Context: an optimization exercise on an open-source flow, tuned for a short achievable clock period and few clock cycles. The choices shown serve that exercise and are no tape-out recipe. Where RTL was checked, it was by simulation tests only, not by an equivalence proof against the original. Only the layout flow was run in runs 2 to 7; the RTL was not checked for function there. Power figures rest on the tool's default switching activity, not on a simulated workload.

===== design/flow/design.v =====
package mips_isa_pkg;
	localparam int data_w     = 32;
	localparam int reg_addr_w = 5;
	localparam int imm_w      = 16;
	localparam int jidx_w     = 26;   
	localparam logic [data_w-1:0] pc_step  = 32'd4;
	localparam logic [data_w-1:0] reset_pc = 32'h0000_0000;
	typedef enum logic [5:0] {
		RTYPE = 6'b000000,
		J     = 6'b000010,
		BEQ   = 6'b000100,
		BNE   = 6'b000101,
		ADDI  = 6'b001000,
		ADDIU = 6'b001001,
		LW    = 6'b100011,
		SW    = 6'b101011
	} opcode_t;
	typedef enum logic [5:0] {
		ADD  = 6'b100000,
		ADDU = 6'b100001,
		SUB  = 6'b100010,
		SUBU = 6'b100011,
		AND  = 6'b100100,
		OR   = 6'b100101,
		SLT  = 6'b101010
	} funct_t;   
endpackage
package mips_pipe_pkg;
	typedef enum logic [2:0] {
		ALU_ADD,
		ALU_SUB,
		ALU_AND,
		ALU_OR,
		ALU_SLT
	} alu_op_t;
	typedef enum logic [1:0] {
		FWD_NONE,
		FWD_WB,
		FWD_MEM
	} fwd_sel_t;
	typedef struct packed {
		logic    regwrite;
		logic    memtoreg;
		logic    memwrite;
		logic    memread;     
		logic    branch;
		logic    branch_ne;   
		logic    jump;
		logic    alusrc;      
		logic    regdst;      
		alu_op_t alu_op;
	} ctrl_t;
	localparam ctrl_t ctrl_bubble = 12'd0;
endpackage
`timescale 1ns/10ps
module register_file (
	input  logic        clk,
	input  logic [4:0]  rd_addr_a,
	input  logic [4:0]  rd_addr_b,
	output logic [31:0] rd_data_a,
	output logic [31:0] rd_data_b,
	input  logic [4:0]  wr_addr,    
	input  logic [31:0] wr_data
);
	logic [31:0] regs [32];
	always_ff @(posedge clk) begin
		if (wr_addr != 5'd0)
			regs[wr_addr] <= wr_data;
	end
	always_comb begin
		if (rd_addr_a == 5'd0)
			rd_data_a = 32'd0;
		else if (wr_addr == rd_addr_a)
			rd_data_a = wr_data;
		else
			rd_data_a = regs[rd_addr_a];
	end
	always_comb begin
		if (rd_addr_b == 5'd0)
			rd_data_b = 32'd0;
		else if (wr_addr == rd_addr_b)
			rd_data_b = wr_data;
		else
			rd_data_b = regs[rd_addr_b];
	end
endmodule
`timescale 1ns/10ps
module ks_add #(
	parameter int W = 32
) (
	input  logic [W-1:0] a,
	input  logic [W-1:0] b,
	input  logic         cin,
	output logic [W-1:0] s,
	output logic         cout
);
	localparam int L = (W > 16) ? 5 : (W > 8) ? 4 : (W > 4) ? 3 : (W > 2) ? 2 : 1;   
	logic [W-1:0] p;
	logic [W-1:0] g [L+1];
	logic [W-1:0] q [L+1];   
	assign p    = a ^ b;
	assign g[0] = (a & b) | {{(W-1){1'b0}}, p[0] & cin};
	assign q[0] = {p[W-1:1], 1'b0};   
	for (genvar l = 0; l < L; l++) begin : g_lvl
		for (genvar i = 0; i < W; i++) begin : g_bit
			if (i >= (1 << l)) begin : g_op
				assign g[l+1][i] = g[l][i] | (q[l][i] & g[l][i-(1<<l)]);
				assign q[l+1][i] = q[l][i] & q[l][i-(1<<l)];
			end else begin : g_pass
				assign g[l+1][i] = g[l][i];
				assign q[l+1][i] = q[l][i];
			end
		end
	end
	assign s    = p ^ {g[L][W-2:0], cin};
	assign cout = g[L][W-1];
endmodule
`timescale 1ns/10ps
module mips_core (
	input  logic        clk,
	input  logic        rst,
	output logic [31:0] pc,
	input  logic [31:0] instr,
	output logic        memwrite,
	output logic [31:0] memaddr,
	output logic [31:0] memwritedata,
	input  logic [31:0] memreaddata
);
	logic        ex_br;         
	logic        ex_nk;         
	logic        ex_pred;
	logic [31:0] ex_pc4;        
	logic [15:0] ex_off;        
	logic        ex_load;
	logic        ex_store;
	logic [4:0]  ex_dst;
	logic        ex_sub;        
	logic        ex_op_and;
	logic        ex_op_or;
	logic        ex_op_slt;
	logic        ex_op_add;     
	logic [31:0] ex_a;          
	logic [31:0] ex_b;          
	logic [31:0] ex_sd;         
	logic        ex_sa_mem, ex_sb_mem, ex_ss_mem;   
	logic        ex_kill;       
	logic [31:0] mem_res;
	logic [31:0] mem_res_n;     
	logic [31:0] mem_sd;
	logic        mem_store;
	logic        mem_load;
	logic [4:0]  mem_dst;
	logic [31:0] wb_val;
	logic [4:0]  wb_dst;
	logic        stall;
	logic        mispredict;
	logic [31:0] pc4;
	logic [5:0]  f_op;
	logic        f_j;
	logic        f_br;
	logic        f_bpred;
	logic [15:0] f_lo;
	logic        f_c;
	logic [13:0] f_hi;
	logic [31:0] f_btarget;
	logic [31:0] f_jtarget;
	logic [13:0] pc_hi_inc;
	logic [13:0] pc_hi_dec;
	logic        f_use_bt;
	logic [31:0] f_other;
	logic [31:0] f_next;
	assign f_op = instr[31:26];
	assign f_j  = f_op == 6'b000010;
	assign f_br = f_op[5:1] == 5'b00010;
	assign f_bpred = (instr[25:21] == instr[20:16]) ? !f_op[0] : (instr[15] || f_op[0]);
	ks_add #(.W(30)) f_inc (
		.a    (pc[31:2]),
		.b    (30'd0),
		.cin  (1'b1),
		.s    (pc4[31:2]),
		.cout ()
	);
	assign pc4[1:0] = pc[1:0];
	ks_add #(.W(16)) f_add (
		.a    (pc[17:2]),
		.b    (instr[15:0]),
		.cin  (1'b1),
		.s    (f_lo),
		.cout (f_c)
	);
	ks_add #(.W(14)) f_hinc (
		.a    (pc[31:18]),
		.b    (14'd0),
		.cin  (1'b1),
		.s    (pc_hi_inc),
		.cout ()
	);
	ks_add #(.W(14)) f_dec (
		.a    (pc[31:18]),
		.b    (14'h3fff),
		.cin  (1'b0),
		.s    (pc_hi_dec),
		.cout ()
	);
	assign f_hi      = f_c ? (instr[15] ? pc[31:18] : pc_hi_inc) : (instr[15] ? pc_hi_dec : pc[31:18]);
	assign f_btarget = {f_hi, f_lo, pc[1:0]};
	assign f_jtarget = {pc4[31:28], instr[25:0], 2'b00};
	always_comb begin
		if (stall)
			f_other = pc;
		else if (f_j)
			f_other = f_jtarget;
		else
			f_other = pc4;
	end
	assign f_use_bt = !stall && !f_j && f_br && f_bpred;
	assign f_next   = f_use_bt ? f_btarget : f_other;
	always_ff @(posedge clk) begin
		if (rst)
			pc <= 32'd0;
		else
			pc <= mispredict ? x_alt : f_next;
	end
	logic [5:0]  d_op;
	logic [5:0]  d_fn;
	logic [4:0]  d_rs, d_rt, d_rd;
	logic        d_rtype, d_addi, d_load, d_store, d_br;
	logic        d_fadd, d_fsub, d_fand, d_for, d_fslt;
	logic [4:0]  d_dst;
	logic        d_use_rs, d_use_rt;
	logic [31:0] d_ra, d_rb;
	assign d_op = instr[31:26];
	assign d_fn = instr[5:0];
	assign d_rs = instr[25:21];
	assign d_rt = instr[20:16];
	assign d_rd = instr[15:11];
	assign d_rtype = d_op == 6'b000000;
	assign d_addi  = d_op[5:1] == 5'b00100;
	assign d_load  = d_op == 6'b100011;
	assign d_store = d_op == 6'b101011;
	assign d_br    = d_op[5:1] == 5'b00010;
	assign d_fadd  = d_rtype && d_fn[5:1] == 5'b10000;
	assign d_fsub  = d_rtype && d_fn[5:1] == 5'b10001;
	assign d_fand  = d_rtype && d_fn == 6'b100100;
	assign d_for   = d_rtype && d_fn == 6'b100101;
	assign d_fslt  = d_rtype && d_fn == 6'b101010;
	always_comb begin
		if (d_fadd || d_fsub || d_fand || d_for || d_fslt)
			d_dst = d_rd;
		else if (d_addi || d_load)
			d_dst = d_rt;
		else
			d_dst = 5'd0;
	end
	assign d_use_rs = d_rtype || d_addi || d_load || d_store || d_br;
	assign d_use_rt = d_rtype || d_store || d_br;
	assign stall = ex_load && !ex_kill && ex_dst != 5'd0 &&
		((d_use_rs && ex_dst == d_rs) || (d_use_rt && ex_dst == d_rt));
	register_file rf0 (
		.clk       (clk),
		.rd_addr_a (d_rs),
		.rd_addr_b (d_rt),
		.rd_data_a (d_ra),
		.rd_data_b (d_rb),
		.wr_addr   (wb_dst),
		.wr_data   (wb_val)
	);
	always_ff @(posedge clk) begin
		if (rst || stall) begin
			ex_br    <= 1'b0;
			ex_load  <= 1'b0;
			ex_store <= 1'b0;
			ex_dst   <= 5'd0;
		end else begin
			ex_br    <= d_br;
			ex_load  <= d_load;
			ex_store <= d_store;
			ex_dst   <= d_dst;
		end
	end
	always_ff @(posedge clk) begin
		if (rst)
			ex_kill <= 1'b0;
		else
			ex_kill <= mispredict;
	end
	logic        d_sub, d_alusrc;
	logic        d_fa_mem, d_fa_wb, d_fb_mem, d_fb_wb;
	logic [31:0] d_wb_next, d_a, d_b;
	assign d_sub     = d_fsub || d_fslt;
	assign d_alusrc  = !d_rtype && !d_br;
	assign d_fa_mem  = d_rs != 5'd0 && !ex_kill && ex_dst == d_rs;
	assign d_fa_wb   = d_rs != 5'd0 && mem_dst == d_rs;
	assign d_fb_mem  = d_rt != 5'd0 && !ex_kill && ex_dst == d_rt;
	assign d_fb_wb   = d_rt != 5'd0 && mem_dst == d_rt;
	assign d_wb_next = mem_load ? memreaddata : mem_res;
	assign d_a       = d_fa_wb ? d_wb_next : d_ra;
	assign d_b       = d_fb_wb ? d_wb_next : d_rb;
	always_ff @(posedge clk) begin
		ex_nk     <= d_op[0] ^ f_bpred;
		ex_pred   <= f_bpred;
		ex_pc4    <= pc4;
		ex_off    <= instr[15:0];
		ex_sub    <= d_sub;
		ex_op_and <= d_fand;
		ex_op_or  <= d_for;
		ex_op_slt <= d_fslt;
		ex_op_add <= !(d_fand || d_for || d_fslt);
		ex_a      <= d_a;
		ex_b      <= d_alusrc ? {{16{instr[15]}}, instr[15:0]} : d_sub ? ~d_b : d_b;
		ex_sd     <= d_b;
		ex_sa_mem <= d_fa_mem;
		ex_sb_mem <= !d_alusrc && d_fb_mem;
		ex_ss_mem <= d_fb_mem;
	end
	logic [31:0] x_a, x_b, x_sd, x_sum, x_other, x_res, x_mem_b;
	logic        x_cout, x_slt;
	assign x_mem_b = ex_sub ? mem_res_n : mem_res;
	assign x_a     = ex_sa_mem ? mem_res : ex_a;
	assign x_b     = ex_sb_mem ? x_mem_b : ex_b;
	assign x_sd    = ex_ss_mem ? mem_res : ex_sd;
	ks_add #(.W(32)) x_add (
		.a    (x_a),
		.b    (x_b),
		.cin  (ex_sub),
		.s    (x_sum),
		.cout (x_cout)
	);
	assign x_slt = x_a[31] ^ x_b[31] ^ x_cout;
	assign x_other = ({32{ex_op_and}} & (x_a & x_b)) | ({32{ex_op_or}} & (x_a | x_b)) |
	                 {31'd0, ex_op_slt & x_slt};
	assign x_res   = ex_op_add ? x_sum : x_other;
	logic [31:0] x_btarget, x_alt;
	ks_add #(.W(30)) x_badd (
		.a    (ex_pc4[31:2]),
		.b    ({{14{ex_off[15]}}, ex_off}),
		.cin  (1'b0),
		.s    (x_btarget[31:2]),
		.cout ()
	);
	assign x_btarget[1:0] = ex_pc4[1:0];
	assign x_alt          = ex_pred ? ex_pc4 : x_btarget;
	assign mispredict = ex_br && !ex_kill && ((x_a == x_b) != ex_nk);
	always_ff @(posedge clk) begin
		if (rst) begin
			mem_store <= 1'b0;
			mem_load  <= 1'b0;
			mem_dst   <= 5'd0;
		end else begin
			mem_store <= ex_store && !ex_kill;
			mem_load  <= ex_load && !ex_kill;
			mem_dst   <= ex_kill ? 5'd0 : ex_dst;
		end
	end
	always_ff @(posedge clk) begin
		mem_res   <= x_res;
		mem_res_n <= ~x_res;
		mem_sd    <= x_sd;
	end
	assign memwrite     = mem_store;
	assign memaddr      = mem_res;
	assign memwritedata = mem_sd;
	always_ff @(posedge clk) begin
		if (rst)
			wb_dst <= 5'd0;
		else
			wb_dst <= mem_dst;
	end
	always_ff @(posedge clk) begin
		wb_val <= mem_load ? memreaddata : mem_res;
	end
endmodule

===== design/flow/flow/run.sh =====
#!/bin/bash
set -euo pipefail
bash standard.sh SETUP_SLACK_MARGIN=6 TNS_END_PERCENT=100 finish > standard.log 2>&1

===== design/flow/standard.sh =====
#!/bin/bash
# synth_recipe.tcl (not shown) runs the flow's synth.tcl, then flattens the netlist and writes it again
# the make line also repeats each setting of config.mk as NAME=value (left out here)
make -C /OpenROAD-flow-scripts/flow DESIGN_CONFIG=/design/flow/config.mk WORK_HOME=/design/flow/orfs CLKGATE_MAP_FILE= SYNTH_SCRIPT=/design/flow/synth_recipe.tcl "${@:-finish}"

===== design/flow/config.mk =====
export PLATFORM = sky130hd
export DESIGN_NAME = mips_core
export DESIGN_NICKNAME = mips_core
export VERILOG_FILES = /design/flow/design.v
export SDC_FILE = /design/flow/constraint.sdc
export NUM_CORES = 4
export LEC_CHECK = 0
export CAP_MARGIN = 20
export CORE_MARGIN = 2
export CORE_UTILIZATION = 60
export SLEW_MARGIN = 20

===== design/flow/constraint.sdc =====
create_clock -name core_clock -period 9.0 [get_ports {clk}]
set_input_delay 1.8000 -clock core_clock [delete_from_list [all_inputs] [get_ports {clk}]]
set_output_delay 1.8000 -clock core_clock [all_outputs]
set_load 0.01 [all_outputs]

==> impl_metrics.json, run 1 <==
{
  "post-route-util": 0.774,
  "maxSlewHeadroom": 0.171,
  "tns_ns": 0,
  "synthAdderAreaFrac": 0.0222,
  "finalClockSkew_ns": 0.0246,
  "antenna_found_initial": 8,
  "synth-compound-area-share": 0.0790,
  "grt_pass1_vias": 44900,
  "ys_seq_elements": 1359,
  "crit_fanout": 7,
  "viasPerCell": 7.08,
  "dp_hpwl_um": 124000,
  "run_status": "complete, no violations",
  "hp-class": "register to register",
  "gp_congestion": 0.890,
  "multiInputGateArea_um2": 30900,
  "ff_latch_area_um2": 37800,
  "holdBufCountCts": 0,
  "grt_pass1_wl_um": 325000,
  "synthFlopType": "edfxtp_1",
  "syn2layout_area_growth_pct": 28.2,
  "synth_most_common_cell": "edfxtp_1",
  "synth_xor_area_frac": 0.0210,
  "path_clk_slew_ns": 0.06,
  "synth_cell_type_count": 97,
  "port_buffers": 162,
  "min_period_ns": 3.85,
  "fillers": 6273,
  "synth-simple-area-share": 0.0507,
  "path_class": "primary input to register",
  "ys_top_cells_by_area": "edfxtp_1 (46%), mux4_2 (19%), dfxtp_1 (10%)",
  "start_util": 0.603,
  "synth_top_area_frac": 0.461,
  "hold_viol": 0,
  "nNetsFinal": 5110,
  "htreeDepth": 4,
  "max_cap_viol_count": 0,
  "grt_usage": 0.409,
  "ys_seq_area_frac": 0.562,
  "drt-pass1-iter-count": 5,
  "crit_path_start_kind": "primary input",
  "die_w_um": 337,
  "die_height_um": 337,
  "avgSynthCellArea_um2": 15.4,
  "fmax_ghz": 0.260,
  "cts_num_sinks": 1359,
  "min_period_over_period": 0.428,
  "synth_common_cells": "edfxtp_1 (1024), mux4_2 (572), dfxtp_1 (335)",
  "clk_path_buf_depth": 3,
  "ir_worst_vdd_mv": 0.202,
  "rrSetupSlack_ns": 5.38,
  "syn-cell-area_um2": 66700,
  "total_power_w": 0.0180,
  "clkLatencyLatePin_ns": 0.78,
  "wl_per_cell_um": 35.8,
  "arrival_ns": 4.47,
  "drt_iter0_markers": 6411,
  "rsz0062_at_grt": "yes",
  "synthMuxAreaShare": 0.236,
  "numCtsBuffers": 144,
  "setup_viol_count_final": 0,
  "power_density_nw_per_um2": 211,
  "cts_tree": "yes",
  "synth.largest_area_cell": "edfxtp_1",
  "drcViolationCount": 0,
  "async_flop_share": 0,
  "yosysWarnings": 14,
  "dieArea_um2": 114000,
  "grt_max_degree": 74,
  "fp-row-count": 122,
  "p_leak_nw": 30.6,
  "clockRootBuffer": "clkbuf_16",
  "core-area_um2": 111000,
  "antenna_left": 0,
  "crit_path_end_kind": "register",
  "required_ns": 9.63,
  "layout-drive-gt1-share": 0.428,
  "io_pins": 163,
  "routed_wl_um": 234000,
  "gr-total-overflow": 0,
  "synth_edf_count": 1024,
  "slew_violations": 0,
  "vias": 46300,
  "syn_inst": 4335,
  "synth_top_family_by_area": "multiplexers",
  "worst_pin_slew_ns": 1.21
}
[placed cells by master, fill, tap and decap left out, types with 135 or more instances in the layout]
cell type | netlist | routed
mux4_2 | 572 | 572
mux2i_1 | 192 | 172
buf_4 | 21 | 272
buf_6 | 13 | 150
nor2_1 | 221 | 165
clkbuf_16 | 0 | 153
edfxtp_1 | 1024 | 1024
inv_1 | 149 | 139
nand2_1 | 150 | 135
dfxtp_1 | 335 | 216
[kinds of logic after synthesis]
kind of cell             count (synthesis)
flip-flops                            1359
adder cells (fa/ha/maj)                116
other                                    1
AO/OA/AOI/OAI                          712
AND/OR/NAND/NOR                        691
multiplexers                           845
XOR/XNOR                               159
buffers and inverters                  452
[metrics by stage]
| stage | cell area (um2) | std cells | setup WS (ns) | hold WS [ns] |
|---|---|---|---|---|
| final | 85500 | 6539 | 5.15 | 0.441 |
| after global routing | 85500 | 6534 | 5.04 | 0.469 |
| after CTS | 83400 | 6429 | 5.16 | 0.437 |
| after detailed placement | 70300 | 5809 | 2.85 | 0.365 |
| after global placement | 70300 | 5809 | 2.91 | 0.368 |
| after floorplan | 68000 | 4366 | 4.77 | 0.393 |
[final timing paths]
check / from / endpoint / cells past startpoint
max: instr[16] / ex_b[27] / 13
min: ex_pc4[1] / pc[1] / 2
max reg2reg: ex_sa_mem / pc[28] / 15
min reg2reg: ex_pc4[1] / pc[1] / 2
[critical path, cell delays in order]
cell	delay (ns)
buf_16	0.11
buf_16	0.15
buf_8	0.12
buf_12	0.13
buf_16	0.14
buf_12	0.12
mux4_2	0.49
mux4_2	0.53
nor2b_4	0.16
a211oi_4	0.27
o32ai_4	0.16
xnor2_1	0.21
o21ai_1	0.07
[flip-flops by register name, summed over array words and instances (netlist names), 5 cells and up]
| register | flops |
|---|---|
| rf0.regs | 1024 |
| mem_sd | 32 |
| mem_dst | 5 |
| mem_res | 32 |
| wb_val | 32 |
| ex_a | 32 |
| ex_off | 16 |
| mem_res_n | 32 |
| ex_sd | 32 |
| ex_dst | 5 |
| ex_pc4 | 32 |
| ex_b | 32 |
| wb_dst | 5 |
| pc | 32 |
[power by group]
part | switching (W) | internal [W] | leakage, nW
Sequential | 0.000911 | 0.00781 | 12.1
Combinational | 0.00165 | 0.00155 | 16.2
Clock | 0.00257 | 0.00353 | 2.33
Total | 0.00513 | 0.0129 | 30.6
[timing repair]
item | in CTS | in global routing
gates resized for setup | 1273 | 240
gates cloned | 89 | 5
pin swaps | 206 | 141
setup buffers | 269 | 97
hold endpoints to repair | 0 | 0
setup endpoints to repair | 298 | 281
[routing by layer]
layer / share of wire / track usage / vias to the layer above
li1: - / - / 18600
met1: 0.35 / 0.535 / 23700
met2: 0.47 / 0.637 / 3226
met3: 0.12 / 0.105 / 748
met4: 0.061 / 0.210 / 10
met5: 0.00030 / 0 / -
[cell type report]
class,count,area share
antenna,7,0.000205
clock buffer,186,0.0463
clock inverter,76,0.00978
inverter,151,0.00705
multi-input combinational,2558,0.361
sequential,1359,0.442
tap,1488,0.0218
timing repair buffer,714,0.113
Testbench counts, summed over its fixed seeds: cycles 26,129.
==> inputs of run 2 (changes only) <==
--- a/design/flow/design.v
+++ b/design/flow/design.v
@@ -161,8 +161,6 @@
 	logic        f_bpred;
 	logic [15:0] f_lo;
 	logic        f_c;
-	logic [13:0] f_hi;
-	logic [31:0] f_btarget;
 	logic [31:0] f_jtarget;
 	logic [13:0] pc_hi_inc;
 	logic [13:0] pc_hi_dec;
@@ -202,8 +200,6 @@
 		.s    (pc_hi_dec),
 		.cout ()
 	);
-	assign f_hi      = f_c ? (instr[15] ? pc[31:18] : pc_hi_inc) : (instr[15] ? pc_hi_dec : pc[31:18]);
-	assign f_btarget = {f_hi, f_lo, pc[1:0]};
 	assign f_jtarget = {pc4[31:28], instr[25:0], 2'b00};
 	always_comb begin
 		if (stall)
@@ -214,7 +210,11 @@
 			f_other = pc4;
 	end
 	assign f_use_bt = !stall && !f_j && f_br && f_bpred;
-	assign f_next   = f_use_bt ? f_btarget : f_other;
+	logic [13:0] f_next_hi1, f_next_hi0;
+	assign f_next_hi1 = f_use_bt ? (instr[15] ? pc[31:18] : pc_hi_inc) : f_other[31:18];
+	assign f_next_hi0 = f_use_bt ? (instr[15] ? pc_hi_dec : pc[31:18]) : f_other[31:18];
+	assign f_next     = {f_c ? f_next_hi1 : f_next_hi0,
+	                     f_use_bt ? f_lo : f_other[17:2], pc[1:0]};
 	always_ff @(posedge clk) begin
 		if (rst)
 			pc <= 32'd0;
==> impl_metrics.json, run 2 <==
{
  "run_status": "complete, no violations",
  "vias": 47400,
  "fmax_ghz": 0.256,
  "rsz0062_at_grt": "yes",
  "drt_iter0_markers": 7389,
  "final_common_cell": "edfxtp_1",
  "syn_inst": 4345,
  "layout.cells.non_filler": 6476,
  "tns_ns": 0,
  "nNetsFinal": 5125,
  "gp_congestion": 0.905,
  "seqPwrFrac": 0.481,
  "gr-total-overflow": 0,
  "die_height_um": 336,
  "slowest_stage": "a221o_4",
  "path_class": "primary input to register",
  "ys_seq_area_frac": 0.568,
  "min_from": "ex_pc4[1]",
  "synthFlopType": "edfxtp_1",
  "synth_common_cells": "edfxtp_1 (1024), mux4_2 (570), dfxtp_1 (335)",
  "grt_pass1_vias": 45800,
  "r2r_cells": 17,
  "setup_viol_count_final": 0,
  "power_density_nw_per_um2": 211,
  "path_clk_slew_ns": 0.06,
  "cts_tree": "yes",
  "wl_per_cell_um": 37.2,
  "pwr-share-clk": 0.332,
  "grt_pass1_wl_um": 332000,
  "yosysWarnings": 14,
  "ys_top_cells_by_area": "edfxtp_1 (47%), mux4_2 (19%), dfxtp_1 (10%)",
  "swShare": 0.289,
  "worst_pin_slew_ns": 1.11,
  "synthMuxAreaShare": 0.237,
  "arrival_ns": 4.58,
  "critPathMaxStageDelay_ns": 0.61,
  "largest_register_ffs": 1024,
  "syn2layout_area_growth_pct": 29.2,
  "layout-drive-gt1-share": 0.422,
  "crit_start": "instr[13]",
  "crit_path_end_kind": "register",
  "hold-worst-slack_ns": 0.436,
  "dieArea_um2": 113000,
  "final_area_um2": 85200,
  "port_buffers": 162,
  "dp_hpwl_um": 119000,
  "synth_most_common_cell": "edfxtp_1",
  "start_util": 0.605,
  "hp-class": "register to register",
  "ir_worst_vdd_mv": 0.208,
  "syn-cell-area_um2": 66000,
  "reg2reg_from": "ex_sa_mem",
  "cts_num_sinks": 1359,
  "max_cap_viol_count": 0,
  "htreeDepth": 4,
  "slew_violations": 0,
  "clkLatencyLatePin_ns": 0.80,
  "antenna_left": 0,
  "crit_path_start_kind": "primary input",
  "core-area_um2": 109000,
  "dp.cells": 5741,
  "synth_top_area_frac": 0.466,
  "required_ns": 9.67,
  "synth-simple-area-share": 0.0478,
  "synth_xor_area_frac": 0.0214,
  "fillers": 5965,
  "die_w_um": 336,
  "largest-register": "rf0.regs",
  "grt_usage": 0.421,
  "ys_seq_elements": 1359,
  "min_period_ns": 3.90,
  "routed_wl_um": 241000,
  "hold_viol": 0,
  "final_cell_mix": "edfxtp_1 (1024), mux4_2 (570), buf_4 (257)",
  "numCtsBuffers": 145,
  "finalClockSkew_ns": 0.0241,
  "maxSlewHeadroom": 0.238,
  "worstPathCellList": "clkdlybuf4s15_1 > ha_2 > a21o_1 > nand2_1 > nand3_1 > a221o_4 > buf_6 > a31oi_4 > xor2_1 > a31oi_1 > o211a_1",
  "min_path_cells": 2,
  "drcViolationCount": 0,
  "fp-row-count": 121,
  "p_int_w": 0.0128,
  "viasPerCell": 7.32,
  "dpl_cell_area_um2": 69700,
  "min_period_over_period": 0.434,
  "synth_cell_type_count": 94,
  "clk_path_buf_depth": 3,
  "async_flop_share": 0,
  "p_switching_w": 0.00520,
  "antenna_found_initial": 11,
  "synthAdderAreaFrac": 0.0225,
  "avgSynthCellArea_um2": 15.2,
  "pwr-share-comb": 0.187,
  "drt-pass1-iter-count": 9,
  "synth_edf_count": 1024,
  "grt_max_degree": 75,
  "p_leak_nw": 30.2,
  "io_pins": 163,
  "crit_fanout": 7,
  "synth_top_family_by_area": "multiplexers",
  "synth.largest_area_cell": "edfxtp_1",
  "clockRootBuffer": "clkbuf_16",
  "synth-compound-area-share": 0.0738
}
## run 2: cell count changes after synthesis, moves of 13 or more
cell and change:
buf_4 -13, a211oi_1 +15, o22ai_1 +40, clkbuf_1 +25, o21ai_1 -27, inv_1 +21
a21oi_1 +43, nor2b_1 -34, o21ai_0 +18, nand2b_1 +14, a22oi_1 +16, a211oi_2 -25
a21o_1 -15, o32ai_2 -31
## run 2: power by group through the flow
stage	Sequential, W	Combinational, W	Clock, W
final	0.00865	0.00336	0.00598
after global routing	0.00869	0.00350	0.00622
after CTS	0.00857	0.00303	0.00596
after detailed placement	0.00867	0.00232	0
after global placement	0.00866	0.00230	0
after floorplan	0.00841	0.00137	0
## run 2: final timing paths
path | endpoint | slack, ns
worst min register to register | pc[1] | 0.44
worst max-delay path | pc[24] | 5.10
worst max register to register | pc[22] | 5.30
worst min-delay path | pc[1] | 0.44
## run 2: cell families (layout without fill, tap and decap cells)
kind of cell / count (synthesis) / in the layout
flops: 1359 / 1359
mux: 843 / 843
compound gates: 729 / 731
simple gates: 661 / 665
buf+inv: 475 / 1149
xor+xnor: 161 / 161
fa+ha+maj: 116 / 116
other cells: 1 / 38
## run 2: metrics by stage
| stage | power (W) | worst slack (ns) | util |
|---|---|---|---|
| 2_1_floorplan | 0.00978 | 4.64 | - |
| 3_3_place_gp | 0.0110 | 3.15 | 0.639 |
| 3_5_place_dp | 0.0110 | 3.19 | 0.639 |
| 4_1_cts | 0.0176 | 5.20 | 0.762 |
| 5_1_grt | 0.0184 | 5.06 | 0.782 |
| 6_report | 0.0180 | 5.10 | 0.782 |
## run 2: final cells by class
cell class              count  area, um2  share of cell area
diodes                      6       15.0            0.000176
inverters                 171        666             0.00781
repair buffers            718       9980               0.117
clock inverters            69        713             0.00837
well taps                1414       1770              0.0208
clock buffers             191       3950              0.0463
multi-input cells        2548      30400               0.357
flip-flops and latches   1359      37800               0.443
## run 2: worst max-delay path, delay by kind of cell
family / cells / cell delay (ns)
compound gates: 5 / 1.23
xor+xnor: 1 / 0.18
fa+ha+maj: 1 / 0.42
buf+inv: 2 / 0.60
simple gates: 2 / 0.33
## run 2: repair_timing
| action | in CTS | in global routing |
|---|---|---|
| buffers inserted | 277 | 83 |
| gates cloned | 104 | 5 |
| pin swaps | 152 | 184 |
| resized for setup | 1359 | 288 |
| setup endpoints to repair | 300 | 278 |
| hold buffers | 0 | 0 |
## run 2: metal layers
metal / vias to the layer above / global-route usage / part of all wire / wire length (um)
met2: 3909 / 0.637 / 0.45 / 109000
met5: - / 0 / 0.00039 / 95
li1: 18600 / - / - / -
met1: 23900 / 0.546 / 0.34 / 82300
met3: 947 / 0.126 / 0.14 / 32700
met4: 14 / 0.240 / 0.068 / 16400
==> inputs of run 3 (changes only) <==
--- a/design/flow/design.v
+++ b/design/flow/design.v
@@ -141,6 +141,9 @@
 	logic        ex_op_add;     
 	logic [31:0] ex_a;          
 	logic [31:0] ex_b;          
+	logic [31:0] ex_bn;         
+	logic [31:0] ex_imm;
+	logic        ex_alusrc;
 	logic [31:0] ex_sd;         
 	logic        ex_sa_mem, ex_sb_mem, ex_ss_mem;   
 	logic        ex_kill;       
@@ -307,17 +310,21 @@
 		ex_op_slt <= d_fslt;
 		ex_op_add <= !(d_fand || d_for || d_fslt);
 		ex_a      <= d_a;
-		ex_b      <= d_alusrc ? {{16{instr[15]}}, instr[15:0]} : d_sub ? ~d_b : d_b;
+		ex_b      <= d_b;
+		ex_bn     <= ~d_b;
+		ex_imm    <= {{16{instr[15]}}, instr[15:0]};
+		ex_alusrc <= d_alusrc;
 		ex_sd     <= d_b;
 		ex_sa_mem <= d_fa_mem;
 		ex_sb_mem <= !d_alusrc && d_fb_mem;
 		ex_ss_mem <= d_fb_mem;
 	end
-	logic [31:0] x_a, x_b, x_sd, x_sum, x_other, x_res, x_mem_b;
+	logic [31:0] x_a, x_b, x_sd, x_sum, x_other, x_res, x_mem_b, x_b_reg;
 	logic        x_cout, x_slt;
 	assign x_mem_b = ex_sub ? mem_res_n : mem_res;
 	assign x_a     = ex_sa_mem ? mem_res : ex_a;
-	assign x_b     = ex_sb_mem ? x_mem_b : ex_b;
+	assign x_b_reg = ex_alusrc ? ex_imm : ex_sub ? ex_bn : ex_b;
+	assign x_b     = ex_sb_mem ? x_mem_b : x_b_reg;
 	assign x_sd    = ex_ss_mem ? mem_res : ex_sd;
 	ks_add #(.W(32)) x_add (
 		.a    (x_a),
==> impl_metrics.json, run 3 <==
{
  "synth_most_common_cell": "edfxtp_1",
  "viasPerCell": 7.25,
  "tns_ns": 0,
  "syn2layout_area_growth_pct": 27.4,
  "final_cell_mix": "edfxtp_1 (1024), mux4_2 (640), buf_4 (219)",
  "grt_usage": 0.416,
  "ys_seq_elements": 1360,
  "final_area_um2": 83900,
  "synth_common_cells": "edfxtp_1 (1024), mux4_2 (640), dfxtp_1 (336)",
  "min_period_ns": 4.16,
  "start_util": 0.605,
  "clk_path_buf_depth": 3,
  "clkLatencyLatePin_ns": 0.78,
  "arrival_ns": 4.81,
  "reg2reg_from": "ex_sub",
  "setup_viol_count_final": 0,
  "dpl_cell_area_um2": 69600,
  "drcViolationCount": 0,
  "maxSlewHeadroom": 0.196,
  "gp_congestion": 0.907,
  "fmax_ghz": 0.240,
  "crit_path_end_kind": "register",
  "total_power_w": 0.0180,
  "die_height_um": 335,
  "rr_endpoint": "pc[27]",
  "ys_seq_area_frac": 0.569,
  "largest_register_ffs": 1024,
  "synth_cell_type_count": 80,
  "setup_ws_ns": 4.84,
  "drt_iter0_markers": 6613,
  "layout-drive-gt1-share": 0.417,
  "r2r_cells": 19,
  "grt_pass1_wl_um": 326000,
  "port_buffers": 162,
  "synthFlopType": "edfxtp_1",
  "avgSynthCellArea_um2": 15.6,
  "min_path_cells": 1,
  "clockRootBuffer": "clkbuf_16",
  "dieArea_um2": 112000,
  "p_leak_nw": 29.6,
  "path_clk_slew_ns": 0.05,
  "async_flop_share": 0,
  "rrSetupSlack_ns": 5.12,
  "crit_path_start_kind": "primary input",
  "io_pins": 163,
  "antenna_found_initial": 14,
  "min_period_over_period": 0.463,
  "dp_hpwl_um": 114000,
  "rsz0062_at_grt": "yes",
  "hp-class": "register to register",
  "drt-pass1-iter-count": 6,
  "crit_fanout": 4,
  "yosysWarnings": 14,
  "fillers": 6075,
  "synth_top_area_frac": 0.467,
  "gr-total-overflow": 0,
  "grt_max_degree": 77,
  "largest-register": "rf0.regs",
  "hold_path_end": "mem_store",
  "grt_pass1_vias": 44200,
  "cts_num_sinks": 1360,
  "syn-cell-area_um2": 65900,
  "multiInputGateArea_um2": 29400,
  "routed_wl_um": 235000,
  "path_class": "primary input to register",
  "final_common_cell": "edfxtp_1",
  "fp-row-count": 121,
  "htreeDepth": 4,
  "antenna_left": 0,
  "slew_violations": 0,
  "core-area_um2": 109000,
  "run_status": "complete, no violations",
  "dpl_worst_slack_ns": 3.12,
  "synth.largest_area_cell": "edfxtp_1",
  "ir_worst_vdd_mv": 0.200,
  "syn_inst": 4224,
  "ys_top_cells_by_area": "edfxtp_1 (47%), mux4_2 (22%), dfxtp_1 (10%)",
  "wl_per_cell_um": 37.2,
  "max_cap_viol_count": 0,
  "power_density_nw_per_um2": 214,
  "synth_edf_count": 1024,
  "vias": 45900,
  "worst_pin_slew_ns": 1.20,
  "die_w_um": 335,
  "numCtsBuffers": 144,
  "finalClockSkew_ns": 0.0332,
  "nNetsFinal": 4968,
  "ff_latch_area_um2": 37800,
  "min_from": "ex_store",
  "required_ns": 9.65,
  "hold_viol": 0,
  "cts_tree": "yes",
  "holdBufCountCts": 0
}
run 3: stage by stage:
stage | hold slack [ns] | instances | util
after floorplan | 0.393 | 4255 | -
after global placement | 0.361 | 5625 | 0.639
after detailed placement | 0.364 | 5625 | 0.639
after CTS | 0.424 | 6238 | 0.755
after global routing | 0.441 | 6326 | 0.771
final | 0.423 | 6326 | 0.771
run 3: critical path: stages:
cell and delay [ns]:
buf_12 0.12, inv_16 0.05, ha_4 0.13, inv_2 0.04, fa_2 0.34, a211o_4 0.36
a2111oi_4 0.34, or3_4 0.22, a21oi_4 0.08, nor2_4 0.21, buf_12 0.14, buf_8 0.10
xnor2_4 0.13, nor3_4 0.08, buf_4 0.16, o311ai_1 0.27, nand2_1 0.09, o2111a_1 0.14
run 3: where the power goes:
part | switching (W) | internal, W | leakage [nW]
combinational | 0.00165 | 0.00156 | 15.3
sequential | 0.000958 | 0.00787 | 12.1
clock | 0.00256 | 0.00338 | 2.26
total | 0.00516 | 0.0128 | 29.6
run 3: layer usage:
metal / track usage / vias up / routed length [um]
met4: 0.223 / 10 / 14700
met5: 0 / - / 65
met3: 0.128 / 807 / 31600
met2: 0.631 / 3552 / 108000
met1: 0.544 / 23400 / 80900
li1: - / 18100 / -
run 3: what timing repair did:
action	CTS	global route
pin swaps	145	127
cloned	98	10
endpoints found under the setup margin	289	334
gates resized for setup	1239	207
setup buffers	251	69
run 3: worst max path at each step:
| stage | startpoint | end | slack, ns | depth (start not counted) |
|---|---|---|---|---|
| after floorplan | instr[0] | pc[29] | 4.50 | 14 |
| after global placement | instr[0] | pc[26] | 3.17 | 15 |
| after detailed placement | instr[0] | pc[26] | 3.12 | 15 |
| after CTS | instr[0] | pc[29] | 4.96 | 15 |
| after global routing | instr[0] | pc[29] | 4.75 | 15 |
| final | instr[0] | pc[26] | 4.84 | 18 |
run 3: cells by family after synthesis:
kind of cell | share of synthesized area
adders and majority gates | 0.0226
AOI/OAI and AO/OA | 0.0639
and+or+nand+nor | 0.0434
buffers and inverters | 0.0287
xor gates and xnor gates | 0.0172
DFF | 0.569
other | 0.0000569
muxes | 0.255
run 3: final cells by class:
class                           instances  share of cell area
Antenna cell                            8            0.000238
Clock buffer                          193              0.0473
Clock inverter                         71             0.00788
Inverter                              206             0.00941
Multi-Input combinational cell       2399               0.351
Sequential cell                      1360               0.450
Tap cell                             1414              0.0211
Timing Repair Buffer                  675               0.113
==> inputs of run 4 (changes only) <==
--- a/design/flow/design.v
+++ b/design/flow/design.v
@@ -162,11 +162,13 @@
 	logic        f_j;
 	logic        f_br;
 	logic        f_bpred;
-	logic [15:0] f_lo;
+	logic [7:0]  f_lo;
 	logic        f_c;
+	logic        f_short;       
+	logic        f_take;        
 	logic [31:0] f_jtarget;
-	logic [13:0] pc_hi_inc;
-	logic [13:0] pc_hi_dec;
+	logic [21:0] pc_hi_inc;
+	logic [21:0] pc_hi_dec;
 	logic        f_use_bt;
 	logic [31:0] f_other;
 	logic [31:0] f_next;
@@ -182,46 +184,41 @@
 		.cout ()
 	);
 	assign pc4[1:0] = pc[1:0];
-	ks_add #(.W(16)) f_add (
-		.a    (pc[17:2]),
-		.b    (instr[15:0]),
+	ks_add #(.W(8)) f_add (
+		.a    (pc[9:2]),
+		.b    (instr[7:0]),
 		.cin  (1'b1),
 		.s    (f_lo),
 		.cout (f_c)
 	);
-	ks_add #(.W(14)) f_hinc (
-		.a    (pc[31:18]),
-		.b    (14'd0),
+	ks_add #(.W(22)) f_hinc (
+		.a    (pc[31:10]),
+		.b    (22'd0),
 		.cin  (1'b1),
 		.s    (pc_hi_inc),
 		.cout ()
 	);
-	ks_add #(.W(14)) f_dec (
-		.a    (pc[31:18]),
-		.b    (14'h3fff),
+	ks_add #(.W(22)) f_dec (
+		.a    (pc[31:10]),
+		.b    (22'h3fffff),
 		.cin  (1'b0),
 		.s    (pc_hi_dec),
 		.cout ()
 	);
+	assign f_short = (instr[15:7] == 9'h000) || (instr[15:7] == 9'h1ff);
+	assign f_take  = f_bpred && f_short;
 	assign f_jtarget = {pc4[31:28], instr[25:0], 2'b00};
-	always_comb begin
-		if (stall)
-			f_other = pc;
-		else if (f_j)
-			f_other = f_jtarget;
-		else
-			f_other = pc4;
-	end
-	assign f_use_bt = !stall && !f_j && f_br && f_bpred;
-	logic [13:0] f_next_hi1, f_next_hi0;
-	assign f_next_hi1 = f_use_bt ? (instr[15] ? pc[31:18] : pc_hi_inc) : f_other[31:18];
-	assign f_next_hi0 = f_use_bt ? (instr[15] ? pc_hi_dec : pc[31:18]) : f_other[31:18];
+	assign f_other  = f_j ? f_jtarget : pc4;
+	assign f_use_bt = !f_j && f_br && f_take;
+	logic [21:0] f_next_hi1, f_next_hi0;
+	assign f_next_hi1 = f_use_bt ? (instr[7] ? pc[31:10] : pc_hi_inc) : f_other[31:10];
+	assign f_next_hi0 = f_use_bt ? (instr[7] ? pc_hi_dec : pc[31:10]) : f_other[31:10];
 	assign f_next     = {f_c ? f_next_hi1 : f_next_hi0,
-	                     f_use_bt ? f_lo : f_other[17:2], pc[1:0]};
+	                     f_use_bt ? f_lo : f_other[9:2], pc[1:0]};
 	always_ff @(posedge clk) begin
 		if (rst)
 			pc <= 32'd0;
-		else
+		else if (!stall)
 			pc <= mispredict ? x_alt : f_next;
 	end
 	logic [5:0]  d_op;
@@ -300,8 +297,8 @@
 	assign d_a       = d_fa_wb ? d_wb_next : d_ra;
 	assign d_b       = d_fb_wb ? d_wb_next : d_rb;
 	always_ff @(posedge clk) begin
-		ex_nk     <= d_op[0] ^ f_bpred;
-		ex_pred   <= f_bpred;
+		ex_nk     <= d_op[0] ^ f_take;
+		ex_pred   <= f_take;
 		ex_pc4    <= pc4;
 		ex_off    <= instr[15:0];
 		ex_sub    <= d_sub;
==> impl_metrics.json, run 4 <==
{
  "fp-row-count": 122,
  "antenna_found_initial": 13,
  "crit_fanout": 8,
  "synth_common_cells": "edfxtp_1 (1024), mux2i_1 (431), mux4_2 (356)",
  "holdBufCountCts": 0,
  "nNetsFinal": 5782,
  "setup_ws_ns": 5.20,
  "setup_viol_count_final": 0,
  "synth_top_area_frac": 0.460,
  "io_pins": 163,
  "dp_hpwl_um": 125000,
  "crit_buf_inv": 5,
  "slew_violations": 0,
  "slowest_stage": "dfxtp_4",
  "grt_pass1_vias": 50300,
  "clockRootBuffer": "clkbuf_16",
  "synthFlopType": "edfxtp_1",
  "maxSlewHeadroom": 0.174,
  "hold_viol": 0,
  "grt_max_degree": 79,
  "cts_tree": "yes",
  "crit_path_start_kind": "register",
  "worst_pin_slew_ns": 1.20,
  "core-area_um2": 111000,
  "arrival_ns": 4.42,
  "die_w_um": 338,
  "start_util": 0.605,
  "final_cell_mix": "edfxtp_1 (1024), mux2i_1 (388), mux4_2 (356)",
  "layout.cells.non_filler": 7220,
  "crit_path_end_kind": "register",
  "dpl_worst_slack_ns": 3.18,
  "port_buffers": 162,
  "numCtsBuffers": 144,
  "viasPerCell": 7.40,
  "yosysWarnings": 14,
  "routed_wl_um": 276000,
  "syn-cell-area_um2": 66900,
  "pwr-share-comb": 0.195,
  "dieArea_um2": 114000,
  "rsz0062_at_grt": "yes",
  "clk_path_buf_depth": 3,
  "seqPwrFrac": 0.478,
  "required_ns": 9.62,
  "vias": 53400,
  "synth_most_common_cell": "edfxtp_1",
  "largest_register_ffs": 1024,
  "drt_iter0_markers": 9068,
  "run_status": "complete, no violations",
  "drt-pass1-iter-count": 9,
  "tns_ns": 0,
  "dp.cells": 6308,
  "gr-total-overflow": 0,
  "final_common_cell": "edfxtp_1",
  "finalClockSkew_ns": 0.0390,
  "async_flop_share": 0,
  "path_class": "register to register",
  "ys_seq_elements": 1360,
  "ys_top_cells_by_area": "edfxtp_1 (46%), mux4_2 (12%), dfxtp_1 (10%)",
  "p_int_w": 0.0128,
  "ys_seq_area_frac": 0.561,
  "synth_edf_count": 1024,
  "synth.largest_area_cell": "edfxtp_1",
  "clkLatencyLatePin_ns": 0.80,
  "swShare": 0.298,
  "power_density_nw_per_um2": 204,
  "p_leak_nw": 32.6,
  "pwr-share-clk": 0.327,
  "path_clk_slew_ns": 0.06,
  "fmax_ghz": 0.263,
  "syn_inst": 4894,
  "min_period_ns": 3.80,
  "htreeDepth": 4,
  "synth_cell_type_count": 83,
  "grt_pass1_wl_um": 370000,
  "die_height_um": 338,
  "drcViolationCount": 0,
  "grt_usage": 0.468,
  "hp-class": "register to register",
  "avgSynthCellArea_um2": 13.7,
  "wl_per_cell_um": 38.2,
  "max_cap_viol_count": 0,
  "ir_worst_vdd_mv": 0.181,
  "gp_congestion": 0.898,
  "cpMostUsedCell": "buf_12",
  "layout-drive-gt1-share": 0.410,
  "critPathMaxStageDelay_ns": 0.42,
  "syn2layout_area_growth_pct": 33.2,
  "largest-register": "rf0.regs",
  "post-route-util": 0.805,
  "min_period_over_period": 0.422,
  "worstPathCellList": "buf_12 > mux2i_2 > nor2_1 > a211oi_2 > a21o_1 > ha_4 > nor4_4 > nand4_1 > buf_6 > nor3_4 > o21ai_4 > buf_12 > a32oi_4 > buf_12 > buf_4 > a21boi_1 > o32a_1 > a21oi_1",
  "antenna_left": 0,
  "cts_num_sinks": 1360,
  "p_switching_w": 0.00543,
  "path_delay_family": "compound AO/OA/AOI/OAI gates"
}
==> run 4: cell count changes after synthesis, sizes merged, moves of 25 or more <==
| cell | change |
|---|---|
| mux4 | -284 |
| mux2i | +246 |
| o21ai | +127 |
| mux2 | +106 |
| clkbuf | +74 |
| a221oi | +67 |
| a21oi | +63 |
| inv | -57 |
| o22ai | +52 |
| a22oi | +50 |
| o211ai | +41 |
| nor2 | +32 |
| nand2b | +25 |
==> run 4: through the flow <==
step	hold WS, ns	instance area, um2	total power (W)
floorplan	0.393	69000	0.00981
global placement	0.358	70900	0.0110
detailed placement	0.361	70900	0.0111
CTS	0.430	85800	0.0177
global route	0.473	89000	0.0186
finish	0.430	89000	0.0182
==> run 4: metal layers <==
metal | vias to the layer above | global-route usage | share of wire
met5 | - | 0 | 0.0012
met4 | 24 | 0.300 | 0.082
met3 | 1382 | 0.180 | 0.16
met2 | 4900 | 0.677 | 0.43
met1 | 26300 | 0.591 | 0.33
li1 | 20800 | - | -
==> run 4: layout make-up <==
class	count	area, um2
Inverter	150	566
Antenna cell	9	22.5
Clock inverter	59	566
Tap cell	1488	1860
Timing Repair Buffer	901	12500
Fill cell	5986	21500
Sequential cell	1360	37800
Clock buffer	202	4060
Multi-Input combinational cell	3051	31600
==> run 4: power groups by stage <==
stage / logic [W] / clock network (W) / registers (W)
after CTS: 0.00317 / 0.00590 / 0.00861
after global placement: 0.00231 / 0 / 0.00871
after detailed placement: 0.00234 / 0 / 0.00873
final: 0.00355 / 0.00595 / 0.00870
after global routing: 0.00365 / 0.00619 / 0.00872
after floorplan: 0.00141 / 0 / 0.00840
==> run 4: logic make-up (layout without fill, tap and decap cells) <==
logic type                 Yosys count  after routing  share of synthesized area
buffers and inverters              519           1312                     0.0303
AOI/OAI and AO/OA                 1119           1120                      0.111
xor gates and xnor gates           121            121                     0.0159
other                                1             41                  0.0000561
muxes                              941            941                      0.210
DFF                               1360           1360                      0.561
and+or+nand+nor                    725            729                     0.0510
adders and majority gates          108            108                     0.0207
==> run 4: worst paths after layout <==
path	startpoint	to	slack [ns]	depth (start not counted)
setup / recovery	ex_sub	pc[28]	5.20	18
hold / removal	ex_store	mem_store	0.43	1
setup reg to reg	ex_sub	pc[28]	5.20	18
hold reg to reg	ex_store	mem_store	0.43	1
==> run 4: repair_timing <==
action	CTS	global route
resized for setup	1457	364
cloned	125	16
buffers inserted	368	133
pin swaps	205	236
endpoints found under the setup margin	302	301
==> inputs of run 5 (changes only) <==
--- a/design/flow/design.v
+++ b/design/flow/design.v
@@ -344,7 +344,7 @@
 	);
 	assign x_btarget[1:0] = ex_pc4[1:0];
 	assign x_alt          = ex_pred ? ex_pc4 : x_btarget;
-	assign mispredict = ex_br && !ex_kill && ((x_a == x_b) != ex_nk);
+	assign mispredict = ex_br && !ex_kill && ((x_a == x_sd) != ex_nk);
 	always_ff @(posedge clk) begin
 		if (rst) begin
 			mem_store <= 1'b0;
==> impl_metrics.json, run 5 <==
{
  "run_status": "complete, no violations",
  "crit_fanout": 6,
  "routed_wl_um": 288000,
  "p_leak_nw": 33.3,
  "yosysWarnings": 14,
  "ff_latch_area_um2": 37800,
  "largest-register": "rf0.regs",
  "synthMuxAreaShare": 0.207,
  "grt_max_degree": 70,
  "fillers": 5857,
  "path_delay_family": "compound AO/OA/AOI/OAI gates",
  "gr-total-overflow": 0,
  "largest_register_ffs": 1024,
  "holdBufCountCts": 0,
  "crit_path_end_kind": "register",
  "hold_viol": 0,
  "synth_cell_type_count": 100,
  "power_density_nw_per_um2": 207,
  "synth_edf_count": 1024,
  "synth-compound-area-share": 0.112,
  "min_period_ns": 3.98,
  "die_height_um": 340,
  "syn2layout_area_growth_pct": 34.1,
  "start_util": 0.604,
  "htreeDepth": 4,
  "clk_path_buf_depth": 3,
  "cts_tree": "yes",
  "grt_pass1_wl_um": 376000,
  "final_common_cell": "edfxtp_1",
  "crit_path_start_kind": "register",
  "p_switching_w": 0.00575,
  "fmax_ghz": 0.251,
  "core-area_um2": 112000,
  "io_pins": 163,
  "ir_worst_vdd_mv": 0.238,
  "synthAdderAreaFrac": 0.0203,
  "slowest_stage": "dfxtp_4",
  "antenna_found_initial": 14,
  "port_buffers": 162,
  "synth_most_common_cell": "edfxtp_1",
  "slew_violations": 0,
  "avgSynthCellArea_um2": 13.6,
  "grt_pass1_vias": 51100,
  "required_ns": 9.68,
  "antenna_left": 0,
  "final_cell_mix": "edfxtp_1 (1024), mux2i_1 (389), mux4_2 (377)",
  "numCtsBuffers": 147,
  "synth_xor_area_frac": 0.0206,
  "drt_iter0_markers": 9595,
  "swShare": 0.306,
  "clockRootBuffer": "clkbuf_16",
  "nNetsFinal": 5900,
  "worstPathCellList": "buf_16 > mux2i_4 > nor2_2 > a211oi_2 > a21o_1 > inv_2 > fa_2 > inv_2 > fa_2 > nor2b_4 > o2111ai_2 > a21o_1 > a31oi_4 > a221oi_4 > o211ai_1 > a31oi_2 > xnor2_1 > nand2_1 > o21a_1",
  "syn_inst": 4996,
  "highest_layer": "met5",
  "cts_num_sinks": 1360,
  "path_class": "register to register",
  "synth_top_area_frac": 0.453,
  "ys_seq_elements": 1360,
  "vias": 55200,
  "fp-row-count": 123,
  "pwr-share-comb": 0.206,
  "dp_hpwl_um": 132000,
  "synth_top_family_by_area": "multiplexers",
  "seqPwrFrac": 0.464,
  "min_period_over_period": 0.442,
  "ys_top_cells_by_area": "edfxtp_1 (45%), mux4_2 (13%), dfxtp_1 (9.9%)",
  "gp_congestion": 0.927,
  "pwr-share-clk": 0.330,
  "p_int_w": 0.0131,
  "synth.largest_area_cell": "edfxtp_1",
  "viasPerCell": 7.51,
  "arrival_ns": 4.66,
  "max_cap_viol_count": 0,
  "syn-cell-area_um2": 67900,
  "met1Wirelength_um": 92900,
  "synth_common_cells": "edfxtp_1 (1024), mux2i_1 (424), mux4_2 (377)",
  "async_flop_share": 0,
  "critPathMaxStageDelay_ns": 0.44,
  "worst_pin_slew_ns": 1.36,
  "layout-drive-gt1-share": 0.415,
  "clkLatencyLatePin_ns": 0.81,
  "hp-class": "register to register",
  "post-route-util": 0.810,
  "drcViolationCount": 0,
  "synthFlopType": "edfxtp_1",
  "dr_wl_met3_um": 44700,
  "tns_ns": 0,
  "ys_seq_area_frac": 0.552,
  "rsz0062_at_grt": "yes",
  "drt-pass1-iter-count": 7,
  "wl_per_cell_um": 39.1,
  "finalClockSkew_ns": 0.0371,
  "setup_viol_count_final": 0,
  "die_w_um": 340,
  "grt_usage": 0.459,
  "wl_met2_um": 121000,
  "multiInputGateArea_um2": 33100,
  "crit_buf_inv": 3,
  "path_clk_slew_ns": 0.06,
  "maxSlewHeadroom": 0.0654,
  "dieArea_um2": 116000,
  "synth-simple-area-share": 0.0524
}
run 5: worst paths after layout:
check / startpoint / slack (ns) / end / cells past startpoint
setup / recovery: ex_sub / 5.02 / mem_res_n[30] / 19
hold / removal: ex_store / 0.44 / mem_store / 1
setup reg to reg: ex_sub / 5.02 / mem_res_n[30] / 19
hold reg to reg: ex_store / 0.44 / mem_store / 1
run 5: metrics by stage:
stage	std cells	worst slack, ns	instance area, um2	hold WS, ns	total power [W]
2_1_floorplan	5027	4.54	70100	0.393	0.00999
6_report	7348	5.02	91000	0.435	0.0188
3_5_place_dp	6426	3.26	72000	0.363	0.0113
5_1_grt	7342	4.93	91000	0.455	0.0192
3_3_place_gp	6422	3.33	71900	0.360	0.0112
4_1_cts	7161	5.08	87000	0.385	0.0181
run 5: repair_timing:
item	CTS	global route
buffers inserted	348	155
hold endpoints to repair	0	0
gates resized for setup	1435	445
pin swaps	229	260
cloned	122	26
setup endpoints to repair	308	293
run 5: kinds of logic (layout without fill, tap and decap cells):
logic type / after synthesis / count (layout)
adders and majority gates: 108 / 108
AOI/OAI and AO/OA: 1133 / 1134
and+or+nand+nor: 749 / 754
muxes: 920 / 920
other: 1 / 38
DFF: 1360 / 1360
buffers and inverters: 565 / 1374
xor gates and xnor gates: 160 / 160
run 5: power groups by stage:
stage	sequential, W	combinational (W)	clock, W
2_1_floorplan	0.00844	0.00156	0
5_1_grt	0.00874	0.00398	0.00643
3_5_place_dp	0.00879	0.00251	0
6_report	0.00873	0.00387	0.00621
3_3_place_gp	0.00878	0.00246	0
4_1_cts	0.00862	0.00334	0.00613
run 5: area by class of cell:
class,instances,share of cell area
clock inverter,88,0.0100
inverter,202,0.00892
timing repair buffer,907,0.139
multi-input combinational,3108,0.363
antenna,6,0.000165
clock buffer,177,0.0431
tap,1500,0.0206
sequential,1360,0.415
run 5: layer usage:
layer	global-route usage	up-vias
li1	-	21200
met1	0.587	26900
met2	0.677	5296
met3	0.137	1670
met4	0.318	20
met5	0.00204	-
==> inputs of run 6 (changes only) <==
--- a/design/flow/design.v
+++ b/design/flow/design.v
@@ -208,8 +208,15 @@
 	assign f_short = (instr[15:7] == 9'h000) || (instr[15:7] == 9'h1ff);
 	assign f_take  = f_bpred && f_short;
 	assign f_jtarget = {pc4[31:28], instr[25:0], 2'b00};
-	assign f_other  = f_j ? f_jtarget : pc4;
-	assign f_use_bt = !f_j && f_br && f_take;
+	always_comb begin
+		if (stall)
+			f_other = pc;
+		else if (f_j)
+			f_other = f_jtarget;
+		else
+			f_other = pc4;
+	end
+	assign f_use_bt = !stall && !f_j && f_br && f_take;
 	logic [21:0] f_next_hi1, f_next_hi0;
 	assign f_next_hi1 = f_use_bt ? (instr[7] ? pc[31:10] : pc_hi_inc) : f_other[31:10];
 	assign f_next_hi0 = f_use_bt ? (instr[7] ? pc_hi_dec : pc[31:10]) : f_other[31:10];
@@ -218,7 +225,7 @@
 	always_ff @(posedge clk) begin
 		if (rst)
 			pc <= 32'd0;
-		else if (!stall)
+		else
 			pc <= mispredict ? x_alt : f_next;
 	end
 	logic [5:0]  d_op;
@@ -344,7 +351,7 @@
 	);
 	assign x_btarget[1:0] = ex_pc4[1:0];
 	assign x_alt          = ex_pred ? ex_pc4 : x_btarget;
-	assign mispredict = ex_br && !ex_kill && ((x_a == x_sd) != ex_nk);
+	assign mispredict = ex_br && !ex_kill && ((x_a == x_b) != ex_nk);
 	always_ff @(posedge clk) begin
 		if (rst) begin
 			mem_store <= 1'b0;
==> impl_metrics.json, run 6 <==
{
  "async_flop_share": 0,
  "fmax_ghz": 0.263,
  "clockRootBuffer": "clkbuf_16",
  "antenna_found_initial": 7,
  "synth_edf_count": 1024,
  "final_cell_mix": "edfxtp_1 (1024), mux4_2 (564), buf_4 (242)",
  "ys_top_cells_by_area": "edfxtp_1 (46%), mux4_2 (19%), dfxtp_1 (10%)",
  "core-area_um2": 110000,
  "syn-cell-area_um2": 66500,
  "rrSetupSlack_ns": 5.20,
  "p_leak_nw": 30.2,
  "min_period_ns": 3.80,
  "grt_pass1_wl_um": 338000,
  "pwr-share-comb": 0.180,
  "critPathMaxStageDelay_ns": 0.41,
  "hold_viol": 0,
  "die_w_um": 337,
  "dp_hpwl_um": 125000,
  "power_density_nw_per_um2": 209,
  "dp.cells": 5893,
  "largest_register_ffs": 1024,
  "crit_path_end_kind": "register",
  "final_area_um2": 85400,
  "fp-row-count": 122,
  "start_util": 0.603,
  "final_common_cell": "edfxtp_1",
  "clk_path_buf_depth": 3,
  "worst_pin_slew_ns": 1.12,
  "cpMostUsedCell": "buf_12",
  "p_switching_w": 0.00512,
  "cts_num_sinks": 1360,
  "dpl_cell_area_um2": 70200,
  "ys_seq_area_frac": 0.564,
  "rsz0062_at_grt": "yes",
  "clkLatencyLatePin_ns": 0.77,
  "gp_congestion": 0.931,
  "nNetsFinal": 5182,
  "grt_usage": 0.425,
  "crit_start": "ex_sub",
  "crit_path_start_kind": "register",
  "wl_per_cell_um": 36.7,
  "port_buffers": 162,
  "wl_met2_um": 110000,
  "antenna_left": 0,
  "ir_worst_vdd_mv": 0.206,
  "cts_tree": "yes",
  "drt_iter0_markers": 7014,
  "synthFlopType": "edfxtp_1",
  "grt_max_degree": 81,
  "swShare": 0.286,
  "synth_cell_type_count": 94,
  "tns_ns": 0,
  "synth_common_cells": "edfxtp_1 (1024), mux4_2 (564), dfxtp_1 (336)",
  "die_height_um": 337,
  "seqPwrFrac": 0.486,
  "ys_seq_elements": 1360,
  "io_pins": 163,
  "largest-register": "rf0.regs",
  "min_from": "ex_pc4[1]",
  "slowest_stage": "dfxtp_4",
  "syn2layout_area_growth_pct": 28.4,
  "numCtsBuffers": 145,
  "p_int_w": 0.0128,
  "avgSynthCellArea_um2": 15.0,
  "reg2reg_from": "ex_sub",
  "yosysWarnings": 14,
  "routed_wl_um": 243000,
  "min_period_over_period": 0.422,
  "slew_violations": 0,
  "dieArea_um2": 113000,
  "required_ns": 9.61,
  "setup_viol_count_final": 0,
  "arrival_ns": 4.41,
  "vias": 47900,
  "run_status": "complete, no violations",
  "hp-class": "register to register",
  "synth_top_area_frac": 0.463,
  "max_cap_viol_count": 0,
  "path_class": "register to register",
  "syn_inst": 4446,
  "synth_most_common_cell": "edfxtp_1",
  "pwr-share-clk": 0.334,
  "dr_wl_met3_um": 33500,
  "post-route-util": 0.774,
  "drcViolationCount": 0,
  "path_clk_slew_ns": 0.06,
  "grt_pass1_vias": 46300,
  "met1Wirelength_um": 83900,
  "maxSlewHeadroom": 0.230,
  "layout.cells.non_filler": 6615,
  "gr-total-overflow": 0,
  "highest_layer": "met5",
  "htreeDepth": 4,
  "worstPathCellList": "buf_12 > buf_6 > mux2i_4 > nor2_1 > a211oi_2 > a21o_1 > ha_4 > nor4_4 > nand4_1 > buf_6 > or3_4 > a21o_4 > buf_12 > buf_12 > buf_12 > buf_6 > a211oi_4 > a211oi_2",
  "synth.largest_area_cell": "edfxtp_1",
  "crit_fanout": 7,
  "drt-pass1-iter-count": 8,
  "layout-drive-gt1-share": 0.409,
  "finalClockSkew_ns": 0.0281,
  "viasPerCell": 7.25
}
[run 6: cell count changes in the layout (fill, tap and decap cells not counted), sizes merged, moves of 38 or more]
| cell | previous run | this run |
|---|---|---|
| xnor2 | 115 | 66 |
| mux2 | 118 | 80 |
| a22oi | 69 | 10 |
| buf | 807 | 620 |
| o21ai | 227 | 108 |
| a221oi | 106 | 18 |
| o211ai | 65 | 24 |
| mux2i | 425 | 244 |
| mux4 | 377 | 564 |
| a21oi | 243 | 197 |
| nor2 | 263 | 213 |
[run 6: area by class of cell]
class / count / area [um2]
inverters: 185 / 713
diodes: 1 / 2.50
clock buffers: 196 / 4030
well taps: 1488 / 1860
flip-flops and latches: 1360 / 37800
fillers: 6214 / 24900
repair buffers: 699 / 9630
clock inverters: 69 / 673
multi-input cells: 2617 / 30700
[run 6: cell families after synthesis]
group / synth area share
flip-flops: 0.564
other: 0.0000564
adder cells (fa/ha/maj): 0.0208
AND/OR/NAND/NOR: 0.0523
buffers and inverters: 0.0317
multiplexers: 0.241
XOR/XNOR: 0.0148
AO/OA/AOI/OAI: 0.0753
[run 6: path summary, 6_finish.rpt]
check | end | cells past startpoint
max | pc[6] | 18
min | pc[1] | 2
max reg2reg | pc[6] | 18
min reg2reg | pc[1] | 2
[run 6: stage by stage]
stage	hold WS [ns]	setup slack, ns	total power (W)
final	0.444	5.20	0.0179
after floorplan	0.393	4.85	0.00977
after global routing	0.460	5.13	0.0183
after CTS	0.443	5.30	0.0175
after detailed placement	0.361	3.35	0.0109
after global placement	0.359	2.96	0.0109
[run 6: metal layers]
metal  GRT usage  up-vias
met5           0        -
met4       0.215       12
met3       0.124      944
met2       0.645     3916
met1       0.564    24200
li1            -    18900
[run 6: worst max-delay path, delay by kind of cell, from the launching register on]
kind,cells,cell delay [ns]
AND/OR/NAND/NOR,4,0.86
AO/OA/AOI/OAI,5,0.89
flip-flops,1,0.41
adder cells (fa/ha/maj),1,0.25
multiplexers,1,0.26
buffers and inverters,7,0.96
[run 6: power by group through the flow]
| stage | clock (W) | sequential (W) | combinational (W) |
|---|---|---|---|
| 5_1_grt | 0.00623 | 0.00873 | 0.00335 |
| 4_1_cts | 0.00598 | 0.00862 | 0.00294 |
| 6_report | 0.00597 | 0.00869 | 0.00321 |
| 2_1_floorplan | 0 | 0.00838 | 0.00138 |
| 3_3_place_gp | 0 | 0.00872 | 0.00220 |
| 3_5_place_dp | 0 | 0.00873 | 0.00222 |
[run 6: repair_timing]
action	CTS	global route
hold buffers	0	0
gates resized for setup	1362	211
pin swaps	187	130
buffers inserted	288	71
endpoints found under the setup margin	300	310
cloned	90	7
==> inputs of run 7 (changes only) <==
--- a/design/flow/config.mk
+++ b/design/flow/config.mk
@@ -7,5 +7,5 @@
 export LEC_CHECK = 0
 export CAP_MARGIN = 20
 export CORE_MARGIN = 2
-export CORE_UTILIZATION = 60
+export CORE_UTILIZATION = 70
 export SLEW_MARGIN = 20
==> impl_metrics.json, run 7 <==
{
  "run_status": "stopped before the end",
  "lastStage": "5_1_grt",
  "firstError": "[ERROR GRT-0232] Routing congestion too high. Check the congestion heatmap in the GUI.",
  "dp_hpwl_um": 122000,
  "synth.largest_area_cell": "edfxtp_1",
  "crit_endpoint": "pc[17]$_SDFFE_PP0P_/D",
  "cts_num_sinks": 1360,
  "fp-row-count": 113,
  "synth_cell_type_count": 94,
  "ys_top_cells_by_area": "edfxtp_1 (46%), mux4_2 (19%), dfxtp_1 (10%)",
  "grt_max_degree": 81,
  "async_flop_share": 0,
  "synth_top_area_frac": 0.463,
  "antenna_found_initial": 46,
  "avgSynthCellArea_um2": 15.0,
  "numCtsBuffers": 137,
  "yosysWarnings": 14,
  "worstEpCategory": "sequential cell input",
  "die_height_um": 312,
  "start_util": 0.703,
  "holdBufCountCts": 0,
  "gr-total-overflow": 5,
  "syn-cell-area_um2": 66500,
  "gp_congestion": 0.950,
  "ys_seq_elements": 1360,
  "synth_common_cells": "edfxtp_1 (1024), mux4_2 (564), dfxtp_1 (336)",
  "clk_path_buf_depth": 3,
  "grt_usage": 0.805,
  "ys_seq_area_frac": 0.564,
  "synth_edf_count": 1024,
  "syn_inst": 4446,
  "synth_most_common_cell": "edfxtp_1",
  "clockRootBuffer": "clkbuf_16",
  "io_pins": 163,
  "htreeDepth": 4,
  "die_w_um": 312,
  "synthFlopType": "edfxtp_1",
  "port_buffers": 162
}
==> run 7: cell counts after synthesis <==
Identical to the previous run, type by type.
==> run 7: logic make-up after synthesis <==
| family | after synthesis | share of synthesized area |
|---|---|---|
| AO/OA/AOI/OAI | 751 | 0.0753 |
| flip-flops | 1360 | 0.564 |
| XOR/XNOR | 112 | 0.0148 |
| adder cells (fa/ha/maj) | 108 | 0.0208 |
| other | 1 | 0.0000564 |
| buffers and inverters | 506 | 0.0317 |
| AND/OR/NAND/NOR | 720 | 0.0523 |
| multiplexers | 888 | 0.241 |
==> run 7: how the worst max path moves through the flow <==
stage,end,start
3_5_place_dp,ex_a[27],instr[21]
4_1_cts,pc[30],instr[0]
2_1_floorplan,pc[21],instr[0]
3_3_place_gp,ex_a[1],instr[21]
==> run 7: power by group through the flow <==
stage | registers, W | logic, W | clock network, W
floorplan | 0.00838 | 0.00138 | 0
global placement | 0.00867 | 0.00215 | 0
detailed placement | 0.00871 | 0.00218 | 0
CTS | 0.00860 | 0.00289 | 0.00583
==> run 7: timing repair <==
action	in CTS
gates resized for setup	1220
setup endpoints to repair	299
gates cloned	114
pin swaps	156
buffers inserted	259
==> run 7: routing by layer <==
layer  track usage  GRT overflow
met5         0.482             0
met4         0.779             2
met3         0.709             0
met2         0.928             3
met1         0.802             0
==> run 7: stage by stage <==
step           setup slack, ns  total power, W  cell area, um2  instances  hold slack, ns
4_1_cts                   5.32          0.0173           82700       6286           0.379
3_5_place_dp              3.34          0.0109           69900       5666           0.364
3_3_place_gp              3.40          0.0108           69900       5666           0.358
2_1_floorplan             4.85         0.00977           68300       4477           0.393

## port drivers added, routing unchanged
No port has a modelled driver above. Below, the same layouts with a new extraction and two added sets of constraints. Step 1: set_driving_cell puts a clkbuf_16 on clk and a buf_2 on each other input, an assumption about the parent block. Step 2, shift: input delay + t, output delay - t, t = (earliest + latest rising clock arrival at the registers) / 2. This alone moves slack from input paths to output paths. Slacks: ideal ports / drivers / drivers and shift; pairs: ideal ports / drivers.
run | t (ns) | slack for setup (ns) | worst setup path at the end | clock arrival spread, ns
run 1 | 0.847 | 5.152 / 4.953 / 4.107 | input to register | 0.025 / 0.025
run 2 | 0.859 | 5.096 / 4.924 / 4.066 | input to register | 0.027 / 0.027
run 3 | 0.837 | 4.835 / 4.863 / 4.026 | input to register | 0.034 / 0.034
run 4 | 0.851 | 5.199 / 5.063 / 4.211 | input to register | 0.041 / 0.041
run 5 | 0.869 | 5.023 / 5.023 / 4.219 | input to register | 0.040 / 0.040
run 6 | 0.839 | 5.204 / 5.032 / 4.193 | input to register | 0.031 / 0.032
After both steps setup and hold are still met in every run listed. For run 1, which loses most, drivers alone change the setup slack by -0.199 ns; drivers and shift together by -1.045 ns.
